What follows belongs to an exercise in optimizing a design on an open flow for small area; a production flow would make more cautious choices. RTL that was checked went through simulation tests only; none was proved equivalent to the original. No functional check of the RTL was part of runs 3 and 4. Power is estimated from default activity; no workload was simulated.

==> flow/design.v <==
package dpram_pkg;
   typedef logic [7:0] byte_t;
   typedef enum logic [1:0] {RESET, CLEAR, READY} state_t;
endpackage
module dpram_clr_seq
#(
   parameter int LOG2_L = 4
) (
   input  logic clk,
   input  logic rst_n,
   output logic ready,
   output logic ready_rd
);
   logic [LOG2_L:0] cnt;
   always_ff @(posedge clk)
      if (!rst_n)            cnt <= '0;
      else if (!cnt[LOG2_L]) cnt <= cnt + 1'b1;
   assign ready = cnt[LOG2_L];
   always_ff @(posedge clk)
      if (!rst_n)                                ready_rd <= 1'b0;
      else if (!cnt[LOG2_L] && &cnt[LOG2_L-1:0]) ready_rd <= 1'b1;
endmodule
module dpram_aoi222 (
   input  logic [2:0] a,
   input  logic [2:0] b,
   output logic       y
);
   assign y = ~|(a & b);
endmodule
module dpram_and3 (
   input  logic [2:0] a,
   output logic       y
);
   assign y = &a;
endmodule
module dpram_nand4 (
   input  logic [3:0] a,
   output logic       y
);
   assign y = ~&a;
endmodule
module dpram_nor2 (
   input  logic a,
   input  logic b,
   output logic y
);
   assign y = ~(a | b);
endmodule
module dpram_rd_bit (
   input  logic [17:0] a,
   input  logic [17:0] b,
   output logic        y
);
   logic [5:0] n;
   logic       h;
   for (genvar k = 0; k < 6; k++) begin : g_a
      dpram_aoi222 u_aoi (.a(a[3*k +: 3]), .b(b[3*k +: 3]), .y(n[k]));
   end
   dpram_and3  u_and  (.a(n[5:3]), .y(h));
   dpram_nand4 u_nand (.a({h, n[2:0]}), .y(y));
endmodule
module dpram_a21oi (
   input  logic a,
   input  logic b,
   input  logic c,
   output logic y
);
   assign y = ~((a & b) | c);
endmodule
module dpram_nand2 (
   input  logic a,
   input  logic b,
   output logic y
);
   assign y = ~(a & b);
endmodule
module dpram_and2 (
   input  logic a,
   input  logic b,
   output logic y
);
   assign y = a & b;
endmodule
module dpram_dec2 (
   input  logic       en,
   input  logic [1:0] a,
   output logic [3:0] y
);
   always_comb
      for (int k = 0; k < 4; k++) y[k] = en && a == k;
endmodule
module dpram_dec2f (
   input  logic       en,
   input  logic       f,
   input  logic [1:0] a,
   output logic [3:0] y
);
   always_comb
      for (int k = 0; k < 4; k++) y[k] = (en && a == k) || f;
endmodule
module dpram_dec2nf (
   input  logic       f,
   input  logic [1:0] a,
   output logic [3:0] y
);
   always_comb
      for (int k = 0; k < 4; k++) y[k] = a == k || f;
endmodule
module dpram_dec2n (
   input  logic [1:0] a,
   output logic [3:0] y
);
   always_comb
      for (int k = 0; k < 4; k++) y[k] = a == k;
endmodule
module dpram_wdata (
   input  logic       ready,    
   input  logic [7:0] d,
   output logic [7:0] y
);
   assign y = d & {8{ready}};
endmodule
module dpram_ctl #(
   parameter int LOG2_L = 4
) (
   input  logic              ready,
   input  logic              ready_rd,  
   input  logic              rst_n,
   input  logic              re,
   input  logic              we,
   input  logic [LOG2_L-1:0] d_a,
   input  logic [LOG2_L-1:0] q_a,
   output logic              nrst,      
   output logic              wr,        
   output logic              rd,        
   output logic              re_rdy,    
   output logic              we_eq,     
   output logic              rd_we_eq   
);
   assign nrst     = !rst_n;
   assign wr       = we && ready;
   assign rd       = rst_n && re && ready_rd;
   assign re_rdy   = re && ready_rd;
   assign we_eq    = we && d_a == q_a;
   assign rd_we_eq = rd && we_eq;
endmodule
module dpram_be
#(
   parameter int LOG2_L   = 4,
   parameter int W_BYTES  = 16,
   parameter int RD_REG   = 1,
   parameter int WR_FIRST = 1
) (
   input  logic                       clk,
   input  logic                       rst_n,
   output logic                       ready,
   input  logic                       we,
   input  logic [W_BYTES-1:0]         wbe,
   input  logic [LOG2_L-1:0]          d_a,
   input  dpram_pkg::byte_t [W_BYTES-1:0] d,
   input  logic                       re,
   input  logic [LOG2_L-1:0]          q_a,
   output dpram_pkg::byte_t [W_BYTES-1:0] q,
   output logic                       q_valid
);
   localparam int L = 2 ** LOG2_L;
   localparam int W = 8 * W_BYTES;
   logic ready_rd;     
   dpram_clr_seq #(.LOG2_L(LOG2_L)) u_clr (
      .clk   (clk),
      .rst_n (rst_n),
      .ready (ready),
      .ready_rd(ready_rd)
   );
   logic               run;      
   logic               clr;      
   logic               nrst, wr, rd, re_rdy, we_eq, rd_we_eq;
   logic [3:0]         wlo, whi, rlo, rhi;   
   localparam int NC = 4;        
   logic [L*NC-1:0]    wsel_n;       
   logic [L*NC-1:0]    rsel_n;       
   logic [W_BYTES-1:0] bsel_n;   
   logic [W_BYTES-1:0] coll;     
   logic [W_BYTES-1:0] fwd;      
   logic [W_BYTES-1:0] hold;     
   logic [W-1:0]       wdata;
   always_ff @(posedge clk) begin
      run <= rst_n;
      clr <= !rst_n;
   end
   dpram_ctl #(.LOG2_L(LOG2_L)) u_ctl (
      .ready(ready), .ready_rd(ready_rd), .rst_n(rst_n), .re(re), .we(we), .d_a(d_a), .q_a(q_a),
      .nrst(nrst), .wr(wr), .rd(rd), .re_rdy(re_rdy),
      .we_eq(we_eq), .rd_we_eq(rd_we_eq));
   dpram_dec2f  u_wlo (.en(wr), .f(clr), .a(d_a[1:0]), .y(wlo));
   dpram_dec2nf u_whi (.f(clr), .a(d_a[3:2]), .y(whi));
   dpram_dec2  u_rlo (.en(rd), .a(q_a[1:0]), .y(rlo));
   dpram_dec2n u_rhi (.a(q_a[3:2]), .y(rhi));
   for (genvar w = 0; w < L; w++) begin : g_wc
      for (genvar c = 0; c < NC; c++) begin : g_c
         dpram_nand2 u_ws (.a(wlo[w % 4]), .b(whi[w / 4]), .y(wsel_n[w*NC + c]));
         dpram_nand2 u_rs (.a(rlo[w % 4]), .b(rhi[w / 4]), .y(rsel_n[w*NC + c]));
      end
   end
   for (genvar i = 0; i < W_BYTES; i++) begin : g_bc
      dpram_nor2  u_bs (.a(wbe[i]), .b(clr), .y(bsel_n[i]));
      dpram_and2  u_co (.a(wbe[i]), .b(we_eq), .y(coll[i]));
      dpram_and2  u_fw (.a(wbe[i]), .b(rd_we_eq), .y(fwd[i]));
      dpram_nor2  u_ho (.a(re_rdy), .b(nrst), .y(hold[i]));
      dpram_wdata u_wd (.ready(run), .d(d[i]), .y(wdata[8*i +: 8]));
   end
   logic [L*W-1:0]       mem;   
   logic [L*W_BYTES-1:0] rs;    
   for (genvar w = 0; w < L; w++) begin : g_w
      for (genvar i = 0; i < W_BYTES; i++) begin : g_b
         logic en;
         dpram_nor2 u_en (.a(wsel_n[w*NC + i*NC/W_BYTES]), .b(bsel_n[i]), .y(en));
         always_ff @(posedge clk)
            if (en) mem[w*W + 8*i +: 8] <= wdata[8*i +: 8];
         dpram_nor2 u_rs (.a(rsel_n[w*NC + i*NC/W_BYTES]), .b(coll[i]), .y(rs[w*W_BYTES + i]));
      end
   end
   logic [W-1:0] qn;
   for (genvar i = 0; i < W_BYTES; i++) begin : g_rb
      for (genvar j = 0; j < 8; j++) begin : g_rbit
         dpram_rd_bit u_rd (
            .a({hold[i], fwd[i],
                rs[15*W_BYTES + i], rs[14*W_BYTES + i], rs[13*W_BYTES + i], rs[12*W_BYTES + i],
                rs[11*W_BYTES + i], rs[10*W_BYTES + i], rs[ 9*W_BYTES + i], rs[ 8*W_BYTES + i],
                rs[ 7*W_BYTES + i], rs[ 6*W_BYTES + i], rs[ 5*W_BYTES + i], rs[ 4*W_BYTES + i],
                rs[ 3*W_BYTES + i], rs[ 2*W_BYTES + i], rs[ 1*W_BYTES + i], rs[ 0*W_BYTES + i]}),
            .b({q[i][j], d[i][j],
                mem[15*W + 8*i + j], mem[14*W + 8*i + j], mem[13*W + 8*i + j], mem[12*W + 8*i + j],
                mem[11*W + 8*i + j], mem[10*W + 8*i + j], mem[ 9*W + 8*i + j], mem[ 8*W + 8*i + j],
                mem[ 7*W + 8*i + j], mem[ 6*W + 8*i + j], mem[ 5*W + 8*i + j], mem[ 4*W + 8*i + j],
                mem[ 3*W + 8*i + j], mem[ 2*W + 8*i + j], mem[ 1*W + 8*i + j], mem[ 0*W + 8*i + j]}),
            .y(qn[8*i + j]));
      end
   end
   always_ff @(posedge clk) begin
      q       <= qn;
      q_valid <= rd;
   end
endmodule
==> flow/flow/run.sh <==
#!/bin/bash
# Layout flow: the standard ORFS flow (standard.sh: unchanged synthesis, floorplan,
# power grid, placement, routing), with two changes made through ORFS's own variables:
#  - buffer_ports puts the smallest buffer, buf_1, on each input and output port;
#  - clock tree synthesis clusters up to 30 sinks within 80 um under each clkbuf_16
#    and inserts no dummy loads.
# make's full output goes to standard_flow.log; ORFS's per-step logs stay under orfs/logs.
set -euo pipefail
export BUFFER_PORTS_ARGS="-buffer_cell sky130_fd_sc_hd__buf_1"
export CTS_ARGS="-sink_clustering_enable -repair_clock_nets -sink_clustering_size 30 -sink_clustering_max_diameter 80 -buf_list sky130_fd_sc_hd__clkbuf_16 -dont_use_dummy_load"
bash standard.sh > standard_flow.log 2>&1
==> flow/standard.sh <==
#!/bin/bash
# synth_recipe.tcl (not shown) runs the flow's synth.tcl, then flattens the netlist and writes it again
# the make line also repeats each setting of config.mk as NAME=value (left out here)
make -C /OpenROAD-flow-scripts/flow DESIGN_CONFIG=/design/flow/config.mk WORK_HOME=/design/flow/orfs CLKGATE_MAP_FILE= SYNTH_SCRIPT=/design/flow/synth_recipe.tcl "${@:-finish}"
==> flow/config.mk <==
export PLATFORM = sky130hd
export DESIGN_NAME = dpram_be
export DESIGN_NICKNAME = dpram_be
export VERILOG_FILES = /design/flow/design.v
export SDC_FILE = /design/flow/constraint.sdc
export NUM_CORES = 4
export LEC_CHECK = 0
export CAP_MARGIN = 10
export CORE_MARGIN = 2
export CORE_UTILIZATION = 50
export GPL_TIMING_DRIVEN = 0
export SETUP_SLACK_MARGIN = 0.35
export SLEW_MARGIN = 10
export SYNTH_HIERARCHICAL = 1
==> flow/constraint.sdc <==
create_clock -name core_clock -period 4.0 [get_ports {clk}]
set_input_delay 0.8000 -clock core_clock [delete_from_list [all_inputs] [get_ports {clk}]]
set_output_delay 0.8000 -clock core_clock [all_outputs]
set_load 0.01 [all_outputs]
==> results of run 1 <==
## Yosys stat by module (local to each module, per instance), a selection
module       copies in the design  flops+latches  area, sq um
dpram_wdata                    16              0         50.0
dpram_and2                     32              0         6.26
dpram_nand2                   128              0         3.75
dpram_dec2                      1              0         37.5
dpram_nand4                   128              0         6.26
dpram_dec2f                     1              0         42.5
## repair_timing
item	4_1_cts	5_1_grt
pin swaps	0	1
hold buffers	0	0
buffers inserted	0	2
setup endpoints to repair	321	56
resized for setup	1	2
## per-stage QoR
step / cell area [sq um] / hold WS (ns) / TNS (ns)
floorplan: 77400 / 0.443 / 0
global placement: 81000 / 0.455 / -6682.41
detailed placement: 81300 / 0.455 / -151.72
CTS: 83700 / 0.298 / 0
global route: 83800 / 0.379 / 0
finish: 83800 / 0.343 / 0
## worst max-delay path, stage by stage (launching register included)
cell,delay [ns]
dfxtp_4,0.91
a31o_2,0.75
nand2_1,0.61
nor2_1,0.81
## cells by family (layout without fill, tap and decap cells)
logic type | count (synthesis) | in the layout | share of synthesized area [%]
flip-flops | 2185 | 2185 | 83.0
AND/OR/NAND/NOR | 1114 | 1114 | 6.84
AO/OA/AOI/OAI | 778 | 778 | 10.0
XOR/XNOR | 7 | 7 | 0.0792
buffers and inverters | 4 | 399 | 0.0194
adder cells (fa/ha/maj) | 1 | 1 | 0.0162
multiplexers | 1 | 1 | 0.0129
other | 0 | 14 | 0
## Yosys cell counts
| master | count |
|---|---|
| inv_1 | 4 |
| and3b_1 | 2 |
| a222oi_1 | 768 |
| nand3_1 | 2 |
| mux2i_1 | 1 |
| and3_1 | 128 |
| dfxtp_1 | 137 |
| and3_4 | 1 |
| nor2b_1 | 3 |
| nand2b_1 | 1 |
| ha_1 | 1 |
| o21bai_1 | 4 |
| and2_1 | 165 |
| and2_2 | 1 |
| nand2_1 | 130 |
| a31oi_1 | 1 |
| nand2b_2 | 1 |
| nand4b_1 | 1 |
| nor2_1 | 548 |
| a21o_2 | 1 |
| a31o_1 | 2 |
| and3_2 | 1 |
| edfxtp_1 | 2048 |
| nand4_1 | 128 |
| o21a_1 | 1 |
| and2b_2 | 1 |
| xnor2_1 | 7 |
| nor3b_2 | 1 |
| a21o_1 | 1 |
## registers in the layout (all words and copies together) (netlist names)
signal	cells
u_clr.ready_rd	1
run	1
clr	1
q	128
mem	2048
q_valid	1
u_clr.cnt	5
## layout make-up
type / instances / share of cell area, %
diodes: 14 / 0.0418
repair buffers: 299 / 1.60
flip-flops and latches: 2185 / 76.6
inverters: 4 / 0.0179
multi-input cells: 1901 / 15.8
clock buffers: 96 / 2.87
well taps: 2044 / 3.05
## worst paths after layout
check / startpoint / to / depth (start not counted)
setup reg to reg: clr$_DFF_P_ / mem[1954]$_DFFE_PP_ / 3
hold reg to reg: mem[909]$_DFFE_PP_ / q[13]$_DFF_P_ / 2
hold / removal: rst_n / clr$_DFF_P_ / 2
setup / recovery: clr$_DFF_P_ / mem[1954]$_DFFE_PP_ / 3
## metal layers
layer | up-vias | GRT usage [%]
li1 | 18800 | -
met1 | 22700 | 38.2
met2 | 2715 | 40.6
met3 | 340 | 6.76
met4 | 36 | 8.60
met5 | - | 0
## power by group
part           switching [uW]  total (uW)  leakage, uW  internal [uW]
Sequential                293       26600       0.0206          26400
Combinational            1340        1510      0.00489            166
Clock                    6390       10700      0.00118           4300
==> results by group, run 1 <==
Final layout
  – Area Growth Syn to Fin: 8.29%
  – Share of post-route cells with drive strength above 1: 3.08%
  – Final Util: 54.5%
  – Register Area: 0.0642 sq mm
  – Most frequent cells in the layout: edfxtp_1 (2048), a222oi_1 (768), nor2_1 (542)
  – Fillers: 12200
  – Layout Nets: 4644
  – Commonest non-fill, non-tap cell in the layout: edfxtp_1
  – Multi-input logic area: 0.0132 sq mm
  – Final Non-Filler Cells: 6543

Die
  – Die H: 397 microns
  – # IOs: 286
  – Die W: 397 microns
  – Initial Utilization: 50.3%
  – Die Footprint: 0.158 sq mm
  – Standard-cell rows: 144
  – Core area: 0.154 sq mm

Place
  – Post-place setup slack: -0.478 ns
  – DP HPWL: 140 mm
  – Global placement routability congestion: 0.838
  – Inst Count DP: 6430
  – PortBufs: 285

Clock network
  – CTS tree: done
  – Clock latency on the worst-skew pair: 0.75 ns
  – Worst-case clock buffer depth: 3
  – Clock root buffer: clkbuf_16
  – CTS sink cnt: 2185
  – CTS Buf Count: 96
  – Clk pin slew, worst setup/hold paths: 0.11 ns
  – H-tree levels: 3

Route
  – Drt wl/cell: 33.2 microns
  – Met1 WL: 84.7 mm
  – Remaining antenna violation count: 0
  – Routed wl met3: 25.9 mm
  – Top Layer Used: met5
  – First-pass detailed-route iteration total: 9
  – DRT iter0 DRCs: 8609
  – Via density: 6.81
  – Post-route DRC: 0
  – WL final: 217 mm
  – Via count: 44600
  – Met2 WL: 99.5 mm

Timing
  – Number of hold violations in the final report: 0
  – Tmin final: 3.50 ns
  – RSZ-0062 raised after global routing: no
  – Final setup vio count: 0
  – Fmax: 0.286 GHz
  – Measured slew at the worst slew-check pin: 1.22 ns
  – Final setup margin: 0.498 ns
  – Period utilization: 87.6%
  – Clock Skew: 0.0606 ns
  – Final Max Slew Viols: 0
  – Relative slew slack: 18.4%

Global route
  – Vias in the first global route: 42400
  – Antenna violations before repair: 28
  – GR Util All Layers: 26.7%
  – Global route overflow: 0
  – First-pass GRT wire length: 301 mm
  – Largest net degree at the start of global routing: 65

Yosys
  – Yosys top cell area share: 79.5%
  – Top cells by area, synth: edfxtp_1 (79%), a222oi_1 (9.9%), dfxtp_1 (3.5%)
  – Synth warn: 12
  – Register area share after synthesis: 83.0%
  – Post-Syn Nets: 4247
  – Area of the mapped netlist: 0.0774 sq mm
  – Synth Register Bits: 2185
  – Post-synthesis cell type count: 29
  – Syn_area_per_cell: 18.9 sq um
  – Largest area contributor in the synthesized netlist: edfxtp_1
  – Syn Inst Count: 4090

Power and ir drop
  – Power density cells: 463 mW/mm^2
  – Leakage: 0.0267 uW
  – Max VDD drop: 0.339 mV
  – Tot Pwr: 38800 uW

Critical path
  – R2r setup slk: 0.50 ns
  – Setup Crit Path Kind: reg2reg
  – Worst Setup Start Kind: register
  – Crit path arrival time: 3.85 ns
  – Worst Path Max Fanout: 24
  – CP Capture Type: register
  – Critical path required time: 4.35 ns

Job
  – Max-cap violation count: 0

Worst hold path
  – HP Class: in2reg

Outcome
  – Status: timing/DRC/antenna clean
==> run 2, diff against run 1 <==
--- a/flow/design.v
+++ b/flow/design.v
@@ -176,7 +176,7 @@
    logic               clr;      
    logic               nrst, wr, rd, re_rdy, we_eq, rd_we_eq;
    logic [3:0]         wlo, whi, rlo, rhi;   
-   localparam int NC = 4;        
+   localparam int NC = 2;        
    logic [L*NC-1:0]    wsel_n;       
    logic [L*NC-1:0]    rsel_n;       
    logic [W_BYTES-1:0] bsel_n;   
--- a/flow/config.mk
+++ b/flow/config.mk
@@ -7,8 +7,7 @@
 export LEC_CHECK = 0
 export CAP_MARGIN = 10
 export CORE_MARGIN = 2
-export CORE_UTILIZATION = 50
+export CORE_UTILIZATION = 55
 export GPL_TIMING_DRIVEN = 0
-export SETUP_SLACK_MARGIN = 0.35
 export SLEW_MARGIN = 10
 export SYNTH_HIERARCHICAL = 1
==> results by group, run 2 <==
Outcome
  – Status: failed layout checks
  – Failed Checks: negative setup slack

Global route
  – GR Util All Layers: 29.9%
  – Global route overflow: 0
  – Antenna violations before repair: 15
  – Vias in the first global route: 42000
  – First-pass GRT wire length: 300 mm
  – Largest net degree at the start of global routing: 49

Final layout
  – Fillers: 10400
  – Top Registers: mem x2048, q x128, u_clr.cnt x5
  – Final Non-Filler Cells: 6304
  – Layout Nets: 4569
  – Share of post-route cells with drive strength above 1: 3.72%
  – Top reg by flops: mem
  – Max reg flops: 2048
  – Fin area: 0.0832 sq mm
  – Area Growth Syn to Fin: 7.84%
  – Most frequent cells in the layout: edfxtp_1 (2048), a222oi_1 (768), nor2_1 (497)
  – Final Util: 59.7%
  – Commonest non-fill, non-tap cell in the layout: edfxtp_1

Worst hold path
  – Worst hold endpoint: run$_DFF_P_
  – Worst Hold Path Cells: 1
  – Hold Crit Start: rst_n
  – HP Class: in2reg

Critical path
  – Crit path arrival time: 4.63 ns
  – Setup Crit Path Kind: reg2reg
  – R2r setup slk: -0.29 ns
  – CP Capture Type: register
  – CP startpoint: u_clr.cnt[4]$_SDFF_PN0_
  – RR Startpoint: u_clr.cnt[4]$_SDFF_PN0_
  – Reg2Reg Depth: 5
  – Worst Setup Start Kind: register
  – Worst Path Max Fanout: 8
  – Worst r2r dst: mem[1334]$_DFFE_PP_
  – Critical path required time: 4.34 ns

Yosys
  – Synth Register Bits: 2185
  – Yosys top cell area share: 79.7%
  – Post-Syn Nets: 4183
  – Register area share after synthesis: 83.3%
  – Top cells by area, synth: edfxtp_1 (80%), a222oi_1 (10%), dfxtp_1 (3.6%)
  – Post-synthesis cell type count: 29
  – Post-synth EDFFs: 2048
  – Syn Inst Count: 4026
  – Primary FF master, synth: edfxtp_1
  – Post-synth top cells: edfxtp_1 (2048), a222oi_1 (768), nor2_1 (548)
  – Syn_area_per_cell: 19.2 sq um
  – Synth warn: 12
  – Largest area contributor in the synthesized netlist: edfxtp_1
  – Most instantiated library cell after synthesis: edfxtp_1
  – Post-synthesis async set-or-reset flop share: 0%
  – Area of the mapped netlist: 0.0772 sq mm

Clock network
  – H-tree levels: 3
  – CTS Buf Count: 92
  – Clock latency on the worst-skew pair: 0.73 ns
  – CTS sink cnt: 2185
  – CTS tree: done
  – Clk pin slew, worst setup/hold paths: 0.11 ns
  – Clock root buffer: clkbuf_16
  – Worst-case clock buffer depth: 3

Die
  – Die Footprint: 0.143 sq mm
  – Die W: 379 microns
  – Initial Utilization: 55.4%
  – # IOs: 286
  – Die H: 379 microns
  – Standard-cell rows: 137
  – Core area: 0.139 sq mm

Power and ir drop
  – Net Sw Power: 8030 uW
  – Max VDD drop: 0.342 mV
  – Leakage: 0.0265 uW
  – Sequential share of power: 68.9%
  – Switching fraction of total power: 20.8%
  – Power share of the combinational group: 3.9%
  – Int Power: 30600 uW
  – Power density cells: 465 mW/mm^2
  – Clk pwr share: 27.2%

Route
  – First-pass detailed-route iteration total: 9
  – Drt wl/cell: 34.5 microns
  – Via density: 6.97
  – Via count: 43900
  – Remaining antenna violation count: 0
  – DRT iter0 DRCs: 8436
  – WL final: 218 mm
  – Post-route DRC: 0

Timing
  – Measured slew at the worst slew-check pin: 1.38 ns
  – Period utilization: 107%
  – Number of hold violations in the final report: 0
  – Final Max Slew Viols: 0
  – Fmax: 0.233 GHz
  – Tmin final: 4.29 ns
  – Final setup vio count: 262
  – Fin Hold WS: 0.384 ns
  – Relative slew slack: 7.98%
  – Final setup margin: -0.285 ns
  – Setup tns final: -32.20 ns
  – Clock Skew: 0.0576 ns
  – RSZ-0062 raised after global routing: yes

Place
  – Inst Count DP: 6193
  – Post-DP Area: 0.0807 sq mm
  – Global placement routability congestion: 0.873
  – PortBufs: 285
  – DP HPWL: 138 mm

Job
  – Max-cap violation count: 0
## run 2: changes by cell type in the layout (fill, tap and decap cells not counted), moves of 3 or more
cell       previous run  this run
nand2_2               0         3
diode_2              14        18
nor2_2                4        49
o21bai_4              3         0
o21bai_1              0         4
buf_8                 5         0
nor2_1              542       497
clkbuf_16            96        92
nand2_1             130        63
## run 2: worst max path at each step
stage,endpoint,slack [ns]
after CTS,mem[1399]$_DFFE_PP_,-0.02
final,mem[1334]$_DFFE_PP_,-0.29
after global routing,mem[1350]$_DFFE_PP_,-0.22
after floorplan,q[0]$_DFF_P_,1.26
after detailed placement,q[109]$_DFF_P_,-0.60
after global placement,q[109]$_DFF_P_,-2.80
## run 2: cell type report
type	instances	area (sq um)	area share, %
multi-input combinational	1837	13100	15.7
inverter	4	15.0	0.0180
timing repair buffer	292	1200	1.45
clock buffer	92	2300	2.77
antenna	18	45.0	0.0541
sequential	2185	64200	77.2
tap	1876	2350	2.82
## run 2: cell families (layout without fill, tap and decap cells)
family	count (synthesis)	count (layout)	share of synthesized area [%]
muxes	1	1	0.0130
buffers and inverters	4	388	0.0195
xor gates and xnor gates	7	7	0.0795
and+or+nand+nor	1050	1050	6.55
other	0	18	0
DFF	2185	2185	83.3
AOI/OAI and AO/OA	778	778	10.1
adders and majority gates	1	1	0.0162
## run 2: what timing repair did
action                                  4_1_cts  5_1_grt
pin swaps                                     0        1
hold buffers                                  0        0
buffers inserted                              0        0
endpoints found under the setup margin       65      416
gates resized for setup                       4       44
## run 2: per-module statistics from Yosys (local to each module, per instance), excerpt
| module | area [sq um] | cells inside | flip-flops and latches | times used |
|---|---|---|---|---|
| dpram_and2 | 6.26 | 1 | 0 | 32 |
| dpram_and3 | 6.26 | 1 | 0 | 128 |
| dpram_aoi222 | 10.0 | 1 | 0 | 768 |
| dpram_be | 64100 | 2180 | 2179 | 1 |
| dpram_dec2 | 37.5 | 4 | 0 | 1 |
| dpram_dec2f | 42.5 | 6 | 0 | 1 |
| dpram_dec2n | 26.3 | 4 | 0 | 1 |
| dpram_dec2nf | 35.0 | 5 | 0 | 1 |
| dpram_nand2 | 3.75 | 1 | 0 | 64 |
| dpram_nand4 | 6.26 | 1 | 0 | 128 |
| dpram_nor2 | 3.75 | 1 | 0 | 544 |
| dpram_wdata | 50.0 | 8 | 0 | 16 |
## run 2: power by group through the flow
stage / Clock (uW) / Combinational, uW / Sequential (uW)
finish: 10500 / 1490 / 26700
global route: 11400 / 1580 / 26700
CTS: 10700 / 1470 / 26600
detailed placement: 0 / 1470 / 27200
global placement: 0 / 1410 / 27100
floorplan: 0 / 721 / 27100
## run 2: worst max-delay path: stages, from the launching register on
cell	delay (ns)
dfxtp_1	0.65
and2_1	0.39
nand2b_1	0.13
o21bai_1	0.71
nand2_1	1.02
nor2_1	0.99
## run 2: stage by stage
step	total power [uW]	setup slack, ns
after floorplan	27800	1.26
after global placement	28600	-2.80
after detailed placement	28600	-0.597
after CTS	38800	-0.0237
after global routing	39700	-0.223
final	38700	-0.285
## run 2: layer usage
layer	global-route usage, %	share of wire, %	vias up
met1	41.2	37	22400
met2	47.0	48	2570
met3	6.63	11	397
met4	11.6	4.4	10
li1	-	-	18600
met5	0	0.028	-
==> run 3, diff against run 2 <==
==> flow/design.v (replaced) <==
package dpram_pkg;
   typedef logic [7:0] byte_t;
   typedef enum logic [1:0] {RESET, CLEAR, READY} state_t;
endpackage
module dpram_clr_seq
#(
   parameter int LOG2_L = 4
) (
   input  logic clk,
   input  logic rst_n,
   output logic ready
);
   logic [LOG2_L:0] cnt;
   always_ff @(posedge clk)
      if (!rst_n)          cnt <= '0;
      else if (!cnt[LOG2_L]) cnt <= cnt + 1'b1;
   assign ready = cnt[LOG2_L];
endmodule
module dpram_be
#(
   parameter int LOG2_L   = 4,
   parameter int W_BYTES  = 16,
   parameter int RD_REG   = 1,
   parameter int WR_FIRST = 1
) (
   input  logic                       clk,
   input  logic                       rst_n,
   output logic                       ready,
   input  logic                       we,
   input  logic [W_BYTES-1:0]         wbe,
   input  logic [LOG2_L-1:0]          d_a,
   input  dpram_pkg::byte_t [W_BYTES-1:0] d,
   input  logic                       re,
   input  logic [LOG2_L-1:0]          q_a,
   output dpram_pkg::byte_t [W_BYTES-1:0] q,
   output logic                       q_valid
);
   localparam int L = 2 ** LOG2_L;
   dpram_clr_seq #(.LOG2_L(LOG2_L)) u_clr (
      .clk   (clk),
      .rst_n (rst_n),
      .ready (ready)
   );
   logic [L-1:0]       wsel;     
   logic [W_BYTES-1:0] bsel;     
   logic [L-1:0]       rsel;     
   logic               rd;       
   logic               hold;     
   logic [W_BYTES-1:0] fwd;      
   logic [W_BYTES-1:0][7:0] wdata;
   assign rd   = rst_n && re && ready;
   assign hold = rst_n && !(re && ready);
   always_comb
      for (int w = 0; w < L; w++) begin
         wsel[w] = (we && d_a == w) || !ready;
         rsel[w] = rd && q_a == w;
      end
   always_comb
      for (int i = 0; i < W_BYTES; i++) begin
         bsel[i]  = wbe[i] || !ready;
         fwd[i]   = rd && we && d_a == q_a && wbe[i];
         wdata[i] = ready ? d[i] : 8'h00;
      end
   localparam int W = 8 * W_BYTES;
   logic [L*W-1:0] mem;       
   logic [L*W-1:0] rword;     
   logic [W-1:0]   qn;
   for (genvar w = 0; w < L; w++) begin : g_w
      for (genvar i = 0; i < W_BYTES; i++) begin : g_b
         wire en = wsel[w] && bsel[i];
         always_ff @(posedge clk)
            if (en) mem[w*W + 8*i +: 8] <= wdata[i];
         assign rword[w*W + 8*i +: 8] = mem[w*W + 8*i +: 8] & {8{rsel[w] && !en}};
      end
   end
   always_comb begin
      for (int i = 0; i < W_BYTES; i++) qn[8*i +: 8] = (q[i] & {8{hold}}) | (d[i] & {8{fwd[i]}});
      for (int w = 0; w < L; w++) qn = qn | rword[w*W +: W];
   end
   always_ff @(posedge clk) begin
      q       <= qn;
      q_valid <= rd;
   end
endmodule
==> flow/run.sh (new file) <==
#!/bin/bash
# synth_recipe.tcl (not shown) runs the flow's synth.tcl, then flattens the netlist and writes it again
# the make line also repeats each setting of config.mk as NAME=value (left out here)
make -C /OpenROAD-flow-scripts/flow DESIGN_CONFIG=/design/flow/config.mk WORK_HOME=/design/flow/orfs CLKGATE_MAP_FILE= SYNTH_SCRIPT=/design/flow/synth_recipe.tcl finish
==> flow/config.mk (replaced) <==
export PLATFORM = sky130hd
export DESIGN_NAME = dpram_be
export DESIGN_NICKNAME = dpram_be
export VERILOG_FILES = /design/flow/design.v
export SDC_FILE = /design/flow/constraint.sdc
export NUM_CORES = 4
export LEC_CHECK = 0
export CAP_MARGIN = 20
export CORE_MARGIN = 2
export CORE_UTILIZATION = 40
export SLEW_MARGIN = 20
removed: flow/flow/run.sh
removed: flow/standard.sh
==> results by group, run 3 <==
Yosys
  – Synth Register Bits: 2182
  – Post-synth EDFFs: 2048
  – Post-Syn Nets: 5413
  – Yosys top cell area share: 72.7%
  – Post-synthesis async set-or-reset flop share: 0%
  – Post-synth top cells: edfxtp_1 (2048), a22oi_1 (379), o21ai_0 (348)
  – Syn_area_per_cell: 16.1 sq um
  – Register area share after synthesis: 75.9%
  – Post-synthesis cell type count: 67
  – Most instantiated library cell after synthesis: edfxtp_1
  – Primary FF master, synth: edfxtp_1
  – Area of the mapped netlist: 0.0846 sq mm
  – Syn Inst Count: 5256
  – Synth warn: 2
  – Top cells by area, synth: edfxtp_1 (73%), a22oi_1 (3.4%), dfxtp_1 (3.2%)
  – Largest area contributor in the synthesized netlist: edfxtp_1

Route
  – Remaining antenna violation count: 0
  – Drt wl/cell: 33.1 microns
  – Post-route DRC: 0
  – Via density: 6.44
  – DRT iter0 DRCs: 9229
  – WL final: 298 mm
  – Via count: 58200
  – First-pass detailed-route iteration total: 9

Timing
  – Period utilization: 84.5%
  – Final Max Slew Viols: 0
  – Clock Skew: 0.0351 ns
  – Setup tns final: 0 ns
  – RSZ-0062 raised after global routing: no
  – Final setup margin: 0.620 ns
  – Fmax: 0.296 GHz
  – Measured slew at the worst slew-check pin: 1.22 ns
  – Final setup vio count: 0
  – Fin Hold WS: 0.452 ns
  – Number of hold violations in the final report: 0
  – Relative slew slack: 17.9%
  – Tmin final: 3.38 ns

Clock network
  – # hold bufs at CTS: 0
  – CTS tree: done
  – Cts repair resizes: 0
  – Worst-case clock buffer depth: 3
  – Clk pin slew, worst setup/hold paths: 0.07 ns
  – Number of post-CTS setup repair buffers: 0
  – Clock root buffer: clkbuf_16
  – CTS sink cnt: 2182
  – CTS Buf Count: 214
  – H-tree levels: 4
  – Clock latency on the worst-skew pair: 0.87 ns

Critical path
  – Critical path required time: 3.20 ns
  – Crit-path leading delay family: buffers and inverters
  – Crit path arrival time: 2.58 ns
  – Worst Path Max Fanout: 43
  – Slowest stage delay, CP: 0.77 ns
  – CP cell instances: buf_4 -> clkdlybuf4s50_1
  – R2r setup slk: 0.81 ns
  – Crit path buf inv count: 2
  – CP Capture Type: primary output
  – Worst Setup Start Kind: register
  – Setup Crit Path Kind: reg2out
  – Slowest-stage cell, CP: dfxtp_4

Place
  – DP HPWL: 204 mm
  – Post-place setup slack: 0.0109 ns
  – PortBufs: 285
  – Global placement routability congestion: 0.937
  – Post-DP Area: 0.0952 sq mm

Final layout
  – Commonest non-fill, non-tap cell in the layout: edfxtp_1
  – Top Registers: mem x2048, q x128, u_clr.cnt x5
  – Area Growth Syn to Fin: 21.0%
  – Final Util: 48.7%
  – Top reg by flops: mem
  – Share of post-route cells with drive strength above 1: 17.0%
  – Max reg flops: 2048
  – Layout Nets: 6187
  – Most frequent cells in the layout: edfxtp_1 (2048), buf_4 (583), a22oi_1 (379)
  – Fin area: 0.102 sq mm

Job
  – Max-cap violation count: 0

Die
  – Standard-cell rows: 168
  – # IOs: 286
  – Core area: 0.210 sq mm
  – Initial Utilization: 40.3%
  – Die H: 464 microns
  – Die Footprint: 0.215 sq mm
  – Die W: 464 microns

Power and ir drop
  – Int Power: 36300 uW
  – Switching fraction of total power: 20.8%
  – Net Sw Power: 9530 uW
  – Sequential share of power: 53.6%
  – Power density cells: 448 mW/mm^2
  – Leakage: 0.0382 uW
  – Clk pwr share: 44.3%
  – Power share of the combinational group: 2.1%
  – Max VDD drop: 0.468 mV

Global route
  – Met2 Use GR: 41.6%
  – Global route overflow: 0
  – Gr busiest metal: met2
  – Grt met3 use: 6.08%
  – GR Util All Layers: 26.8%
  – Met1 Resource Use GR: 36.0%
  – First-pass GRT wire length: 418 mm
  – Largest net degree at the start of global routing: 176
  – Antenna violations before repair: 17
  – Vias in the first global route: 55700

Worst hold path
  – HP Class: reg2reg

Outcome
  – Status: timing/DRC/antenna clean
run 3: area by class of cell:
cell class | instances | area [sq um]
antenna | 8 | 20.0
sequential | 2182 | 64200
clock inverter | 122 | 1240
tap | 2805 | 3510
timing repair buffer | 922 | 8270
clock buffer | 277 | 5820
fill | 17600 | 108000
multi-input combinational | 2710 | 19300
run 3: power groups by stage:
stage / sequential [uW] / combinational, uW / clock (uW)
detailed placement: 25100 / 923 / 0
global route: 24600 / 965 / 21300
CTS: 24600 / 927 / 20500
floorplan: 25100 / 313 / 0
finish: 24600 / 960 / 20300
global placement: 25100 / 914 / 0
run 3: path summary, 6_finish.rpt:
path | startpoint | endpoint | cells after the start
worst max-delay path | u_clr.cnt[4]$_SDFF_PN0_ | ready | 2
worst min-delay path | mem[1034]$_DFFE_PP_ | q[10]$_DFF_P_ | 2
worst max register to register | u_clr.cnt[4]$_SDFF_PN0_ | q[88]$_DFF_P_ | 7
worst min register to register | mem[1034]$_DFFE_PP_ | q[10]$_DFF_P_ | 2
run 3: routing by layer:
layer,vias to the layer above,wire length [microns]
li1,23800,-
met1,29500,114000
met2,4104,136000
met3,700,33100
met4,8,15100
met5,-,50
run 3: worst register-to-register path, stage by stage (launching register included):
cell and delay [ns]:
dfxtp_4 0.77, nand3b_1 0.41, buf_4 0.37, buf_4 0.21, a211oi_1 0.85, a22oi_1 0.20, and4_1 0.24, nand4_1 0.08
run 3: cell families (layout without fill, tap and decap cells):
logic type	Yosys count	in the layout	synth area share, %
flops	2182	2182	75.9
compound gates	1712	1712	15.5
simple gates	989	989	6.73
buf+inv	364	1321	1.83
xor+xnor	7	7	0.0725
fa+ha+maj	1	1	0.0148
mux	1	1	0.0118
other cells	0	8	0
run 3: per-stage QoR:
stage | cells | total power (uW)
2_1_floorplan | 5256 | 25400
3_3_place_gp | 8614 | 26000
4_1_cts | 9014 | 46000
5_1_grt | 9019 | 46800
3_5_place_dp | 8615 | 26000
6_report | 9026 | 45900
==> run 4, diff against run 3 <==
--- a/flow/config.mk
+++ b/flow/config.mk
@@ -8,4 +8,5 @@
 export CAP_MARGIN = 20
 export CORE_MARGIN = 2
 export CORE_UTILIZATION = 40
+export CTS_BUF_LIST = sky130_fd_sc_hd__clkbuf_4 sky130_fd_sc_hd__clkbuf_8
 export SLEW_MARGIN = 20
==> results by group, run 4 <==
Outcome
  – Status: timing/DRC/antenna clean

Timing
  – RSZ-0062 raised after global routing: no
  – Final setup vio count: 0
  – Clock Skew: 0.0706 ns
  – Fmax: 0.283 GHz
  – Period utilization: 88.4%
  – Fin Hold WS: 0.356 ns
  – Final Max Slew Viols: 0
  – Tmin final: 3.54 ns
  – Measured slew at the worst slew-check pin: 1.20 ns
  – Relative slew slack: 19.4%
  – Number of hold violations in the final report: 0

Yosys
  – Area of the mapped netlist: 0.0846 sq mm
  – Synth Register Bits: 2182
  – Register area share after synthesis: 75.9%
  – Post-Syn Nets: 5413
  – Top cells by area, synth: edfxtp_1 (73%), a22oi_1 (3.4%), dfxtp_1 (3.2%)
  – Post-synth top cells: edfxtp_1 (2048), a22oi_1 (379), o21ai_0 (348)
  – Primary FF master, synth: edfxtp_1
  – Most instantiated library cell after synthesis: edfxtp_1
  – Syn Inst Count: 5256
  – Post-synth EDFFs: 2048
  – Post-synthesis cell type count: 67
  – Syn_area_per_cell: 16.1 sq um
  – Yosys top cell area share: 72.7%
  – Largest area contributor in the synthesized netlist: edfxtp_1
  – Post-synthesis async set-or-reset flop share: 0%
  – Synth warn: 2

Critical path
  – Setup Crit Path Kind: reg2out
  – CP Capture Type: primary output
  – Worst Setup Start Kind: register
  – Critical path required time: 3.20 ns
  – Worst Path Max Fanout: 43
  – Crit path arrival time: 2.74 ns

Place
  – Global placement routability congestion: 0.937
  – DP HPWL: 204 mm
  – PortBufs: 285

Power and ir drop
  – Max VDD drop: 0.390 mV
  – Leakage: 0.0385 uW
  – Power density cells: 439 mW/mm^2
  – Tot Pwr: 44900 uW

Final layout
  – Most frequent cells in the layout: edfxtp_1 (2048), buf_4 (583), clkbuf_8 (394)
  – Final Util: 48.7%
  – Area Growth Syn to Fin: 20.9%
  – Top Registers: mem x2048, q x128, u_clr.cnt x5
  – Commonest non-fill, non-tap cell in the layout: edfxtp_1
  – Layout Nets: 6333
  – Top reg by flops: mem
  – Max reg flops: 2048
  – Fillers: 17700
  – Share of post-route cells with drive strength above 1: 20.2%

Route
  – Drt wl/cell: 32.4 microns
  – Via density: 6.36
  – First-pass detailed-route iteration total: 9
  – Remaining antenna violation count: 0
  – Via count: 59000
  – Post-route DRC: 0
  – WL final: 301 mm
  – DRT iter0 DRCs: 9144

Global route
  – Largest net degree at the start of global routing: 176
  – Vias in the first global route: 57000
  – Met2 Use GR: 41.5%
  – GR Util All Layers: 27.0%
  – Gr busiest metal: met2
  – Antenna violations before repair: 18
  – Met1 Resource Use GR: 35.9%
  – Global route overflow: 0
  – Grt met3 use: 6.28%
  – First-pass GRT wire length: 422 mm

Die
  – Die Footprint: 0.215 sq mm
  – Standard-cell rows: 168
  – Die W: 464 microns
  – Core area: 0.210 sq mm
  – Die H: 464 microns
  – Initial Utilization: 40.3%
  – # IOs: 286

Clock network
  – H-tree levels: 5
  – Clock latency on the worst-skew pair: 1.05 ns
  – CTS Buf Count: 360
  – Clk pin slew, worst setup/hold paths: 0.06 ns
  – Number of post-CTS setup repair buffers: 0
  – # hold bufs at CTS: 0
  – Clock root buffer: clkbuf_8
  – CTS tree: done
  – Worst-case clock buffer depth: 4
  – CTS sink cnt: 2182
  – Cts repair resizes: 0

Job
  – Max-cap violation count: 0

Worst hold path
  – HP Class: in2reg
-- run 4: cells by family after synthesis --
group                    after synthesis  share of synthesized area, %
flip-flops                          2182                          75.9
AO/OA/AOI/OAI                       1712                          15.5
AND/OR/NAND/NOR                      989                          6.73
buffers and inverters                364                          1.83
XOR/XNOR                               7                        0.0725
multiplexers                           1                        0.0118
adder cells (fa/ha/maj)                1                        0.0148
-- run 4: path summary, 6_finish.rpt --
| check | depth (start not counted) | from | slack [ns] | end |
|---|---|---|---|---|
| setup / recovery | 2 | u_clr.cnt[4]$_SDFF_PN0_ | 0.46 | ready |
| hold / removal | 3 | d[109] | 0.36 | q[109]$_DFF_P_ |
| setup reg to reg | 7 | u_clr.cnt[4]$_SDFF_PN0_ | 0.84 | q[88]$_DFF_P_ |
| hold reg to reg | 2 | mem[1366]$_DFFE_PP_ | 0.47 | q[86]$_DFF_P_ |
-- run 4: routing by layer --
layer  vias to the layer above  part of all wire [%]
met5                         -                 0.013
met4                         6                   5.2
met3                       787                    11
met2                      4241                    45
met1                     29800                    38
li1                      24200                     -
-- run 4: report_power, final --
group	internal (uW)	switching (uW)	total, uW
Combinational	290	673	963
Sequential	24600	2.95	24600
Clock	10500	8860	19400
-- run 4: area by class of cell --
class | count | area, sq um | share of cell area, %
multi-input cells | 2710 | 19300 | 18.8
flip-flops and latches | 2182 | 64200 | 62.7
clock inverters | 114 | 608 | 0.594
well taps | 2805 | 3510 | 3.43
repair buffers | 922 | 8270 | 8.08
diodes | 14 | 35.0 | 0.0342
clock buffers | 527 | 6420 | 6.28
-- run 4: metrics by stage --
| step | setup TNS [ns] | std cells | instance area [sq um] | setup slack, ns |
|---|---|---|---|---|
| final | 0 | 9274 | 102000 | 0.465 |
| after detailed placement | 0 | 8615 | 95200 | 0.0109 |
| after CTS | 0 | 9256 | 102000 | 0.387 |
| after floorplan | 0 | 5256 | 84600 | 1.07 |
| after global placement | -0.213 | 8614 | 95000 | -0.146 |
| after global routing | 0 | 9267 | 102000 | 0.395 |
-- run 4: worst max-delay path, stage by stage, from the launching register on --
cell	delay, ns
dfxtp_4	0.78
buf_4	0.32
clkdlybuf4s50_1	0.60

what the ideal ports hide:
In the flow no input, the clock included, has a driving cell. The finished layouts below were timed again as built, in two steps.
Step 1: set_driving_cell puts a clkbuf_16 on clk and a buf_2 on each other input, an assumption about the parent block.
Step 2 moves the port delays by t, midway between the first and last clock arrival at a register: inputs arrive t later, outputs are due t later. That takes back most of the time a late clock gives input paths.
Slacks: ideal ports / drivers / drivers and shift; pairs: ideal ports / drivers.
run | shift t [ns] | setup WS [ns] | worst slew at a driven data input, ns
run 1 | 0.797 | 0.498 / 0.498 / -0.227 | 0.22
run 2 | 0.786 | -0.285 / -0.285 / -0.889 | 0.20
run 3 | 0.941 | 0.620 / 0.528 / -0.156 | 0.18
run 4 | 1.103 | 0.465 / 0.381 / -0.151 | 0.18
Met with ideal ports but missed after step 2: setup timing in run 1, run 3 and run 4. The setup slack of run 3, which loses most, moves by -0.092 ns with the drivers and by -0.776 ns with both steps.
